Background: an optimization exercise with open tools, aiming at small area, a short achievable clock period and few clock cycles per item. Do not read the settings as production practice.
Only simulation tests tie the RTL to the original design; equivalence was not proved.

Setup of alpha:
==> flow/design.v (excerpt) <==
module dtree_seq_engine #(
  parameter int unsigned N_FEAT    = 6,
  parameter int unsigned FEAT_W    = 8,
  parameter int unsigned CLASS_W   = 2,
  parameter int unsigned NODE_AW   = 6,
  parameter int unsigned MAX_DEPTH = 16
) (
  input  logic                        clk,
  input  logic                        rst,
  input  logic                        cfg_we,
  input  logic [NODE_AW-1:0]          cfg_addr,
  input  logic [15+2*NODE_AW-1:0]     cfg_wdata,
  output logic                        cfg_ready,
  input  logic                        in_valid,
  output logic                        in_ready,
  input  logic [N_FEAT*FEAT_W-1:0]    in_feat,
  output logic                        out_valid,
  input  logic                        out_ready,
  output logic [CLASS_W-1:0]          out_class,
  output logic                        out_err,
  output logic                        busy
);
Settings: LEC_CHECK=0, CAP_MARGIN=40, CORE_MARGIN=2, CORE_UTILIZATION=40, SETUP_SLACK_MARGIN=5, SLEW_MARGIN=40, TNS_END_PERCENT=5; clock period 8.0 ns.
run.sh (not shown) runs the stock make flow with config.mk's settings and CLKGATE_MAP_FILE= SYNTH_SCRIPT=/design/flow/synth_recipe.tcl, a recipe that flattens the netlist after the stock synthesis.
Testbench counts of alpha, summed over its fixed seeds: cycles 7,474, items 3,840.
Modified inputs, beta compared to alpha
--- a/flow/design.v
+++ b/flow/design.v
@@ -281,35 +281,36 @@
   assign q_ring = r_pv && !q_done;
   assign q_fin  = r_pv && q_done && fadv;
   logic                 r_av;
   logic [FW-1:0]        r_af;
   logic [EW-1:0]        r_ae;
   logic                 r_aleaf, r_abad;   
   logic [N_FEAT-1:0]    r_aksel;           
   logic [3:0]           r_ad;
   logic [ROB_AW-1:0]    r_aseq;
   logic                 r_bbv, r_bsel;
   logic [FW-1:0]        r_bfc, r_bfn;
-  logic [NODE_AW-1:0]   r_bptr;
+  logic [NODE_AW-1:0]   r_bptrc, r_bptrn, b_ptr;
   logic [3:0]           r_bdc;
   logic [ROB_AW-1:0]    r_bseqc, r_bseqn;
   logic [FW-1:0]        b_f;
   logic [3:0]           b_d;
   logic [ROB_AW-1:0]    b_seq;
   assign b_f   = r_bsel ? r_bfc   : r_bfn;
   assign b_d   = r_bsel ? r_bdc   : 4'd4;
   assign b_seq = r_bsel ? r_bseqc : r_bseqn;
+  assign b_ptr = r_bsel ? r_bptrc : r_bptrn;
   logic [FW-1:0]        r_hf;
   logic [NODE_AW-1:0]   r_hptr;
   logic [ROB_AW-1:0]    r_hseq;
-  assign port = ent[r_bptr];
+  assign port = ent[b_ptr];
   logic                 a_go, a_leaf, a_bad, a_cleaf, a_done, a_cont, a_fin;
   logic [1:0]           a_ccls, a_cls;
   logic                 a_err;
   logic [NODE_AW-1:0]   a_nxt;
   logic [FEAT_W-1:0]    a_v;
   always_comb begin
     a_v = '0;
     for (int i = 0; i < int'(N_FEAT); i++)
       a_v = a_v | (r_af[i*FEAT_W +: FEAT_W] & {FEAT_W{r_aksel[i]}});
   end
   assign a_go   = le8(a_v, e_t(r_ae));
@@ -346,57 +347,61 @@
     r_aleaf <= (e_kind(port) == 3'd0);
     r_abad  <= (e_kind(port) == 3'd7) || (b_d == 4'd15);
     for (int i = 0; i < int'(N_FEAT); i++) r_aksel[i] <= (e_kind(port) == 3'(i + 1));
     r_ad    <= b_d;
     r_aseq  <= b_seq;
     r_bsel  <= a_cont;
     r_bfc   <= r_af;
     r_bdc   <= r_ad + 1'b1;
     r_bseqc <= r_aseq;
     r_bfn   <= r_hv ? r_hf   : r_pf;
     r_bseqn <= r_hv ? r_hseq : r_pseq;
-    r_bptr  <= a_cont ? a_nxt : r_hv ? r_hptr : q_ring ? q_ptr : rf_ptr;
+    r_bptrc <= a_nxt;
+    r_bptrn <= r_hv ? r_hptr : q_ring ? q_ptr : rf_ptr;
     if (!r_hv) begin
       r_hf   <= r_pf;
       r_hptr <= q_ptr;
       r_hseq <= r_pseq;
     end
   end
   logic [ROB_N-1:0]     r_robv;
   logic [2:0]           r_rob [ROB_N];
   logic [ROB_AW-1:0]    r_hp;
   logic                 w_pop;
   logic                 r_rwv, r_qwv;
   logic [ROB_AW-1:0]    r_rwseq, r_qwseq;
   logic [2:0]           r_rwres, r_qwres;
   assign w_pop = r_robv[r_hp] && (!r_out_valid || out_ready);
   logic [ROB_AW:0] w_cnt_n;
   logic            w_mv_n, w_hv_n;
   assign w_cnt_n = r_cnt + (ROB_AW+1)'(w_acc) - (ROB_AW+1)'(w_take);
   assign w_mv_n  = (r_mv && !m_adv) || w_acc;
   assign w_hv_n  = a_cont && (r_hv || q_ring);
   logic w_busy_n, w_in_ready_n;
   assign w_busy_n = (r_cnt > (ROB_AW+1)'(1)) || w_acc ||
                     (r_cnt == (ROB_AW+1)'(1) && !w_take);
-  logic       w_d0, w_d1, w_d2, w_d3, w_deep_le2, w_deep_le3, w_deep_ok;
+  logic       w_d0, w_d1, w_d2, w_d3, w_deep_le2, w_deep_le3;
   assign w_d0       = w_mv_n;
   assign w_d1       = fadv ? m_adv : r_pv;
   assign w_d2       = r_bbv;
   assign w_d3       = r_hv || q_ring;
   assign w_deep_le3 = !(w_d0 && w_d1 && w_d2 && w_d3);
   assign w_deep_le2 = !((w_d0 && w_d1 && w_d2) || (w_d0 && w_d1 && w_d3) ||
                         (w_d0 && w_d2 && w_d3) || (w_d1 && w_d2 && w_d3));
-  assign w_deep_ok  = a_cont ? w_deep_le2 : w_deep_le3;
-  assign w_in_ready_n = (r_cnt < (ROB_AW+1)'(ROB_N - 1)) && w_deep_ok &&
-                        ((!(r_mv && !m_adv) && !w_acc) ||
-                         (!w_hv_n && !w_wr && all_valid && !r_wv));
+  logic w_mfree, w_move0, w_move1, w_rdy0, w_rdy1;
+  assign w_mfree = !(r_mv && !m_adv) && !w_acc;
+  assign w_move0 = !w_wr && all_valid && !r_wv;
+  assign w_move1 = w_move0 && !w_d3;
+  assign w_rdy0  = (r_cnt < (ROB_AW+1)'(ROB_N - 1)) && w_deep_le3 && (w_mfree || w_move0);
+  assign w_rdy1  = (r_cnt < (ROB_AW+1)'(ROB_N - 1)) && w_deep_le2 && (w_mfree || w_move1);
+  assign w_in_ready_n = a_cont ? w_rdy1 : w_rdy0;
   always_ff @(posedge clk or posedge rst) begin
     if (rst) begin
       r_cnt       <= '0;
       r_busy_o    <= 1'b0;
       r_cfg_ready <= 1'b1;
       r_in_ready  <= 1'b0;
       r_in_ready_o <= 1'b0;
       r_out_valid <= 1'b0;
       r_out_valid_o <= 1'b0;
       r_mv        <= 1'b0;
       r_accp      <= '0;
Looking at worst path buffer plus inverter count, beta sits 1 below alpha. Re final cycle utilization of the critical path: alpha and beta aren't equal, and the lower value belongs to alpha. Status: share of async-settable or async-resettable flops after synthesis parity (beta, alpha). Against alpha, beta comes in 11 lower on maximum net fanout on the critical path. Higher final net count was reported by alpha, not beta. Between alpha and beta, the difference in clock skew is negligible. Relative area of non-clock buffer cells in the final design was higher in the run labelled beta. Compared with alpha, beta instantiates a smaller number of standard cells.
Testbench counts of beta, summed over its fixed seeds: cycles 7,474, items 3,840.

[port drivers added, routing unchanged]
Ports are ideal in the flow. The routed layouts listed here were re-timed in OpenROAD. Step 1, drivers: a clkbuf_16 drives clk and a buf_2 each remaining input, both assumed. Step 2, shift: input delay + t, output delay - t, t = (earliest + latest rising clock arrival at the registers) / 2. This alone moves slack from input paths to output paths. Slacks: ideal / step 1 / step 2; pairs: ideal / step 1.
run	shift t [ns]	setup WS [ns]	latest minus earliest clock arrival (ns)	worst register clock-pin slew, ns	worst slew at a driven data input, ns
alpha	1.017	3.821 / 3.821 / 3.467	0.097 / 0.098	0.08 / 0.08	0.17
beta	1.009	3.659 / 3.659 / 3.635	0.100 / 0.100	0.07 / 0.07	0.11
After both steps every run listed still meets setup and hold. For alpha, which loses most, drivers alone change the setup slack by 0.000 ns; drivers and shift together by -0.354 ns.
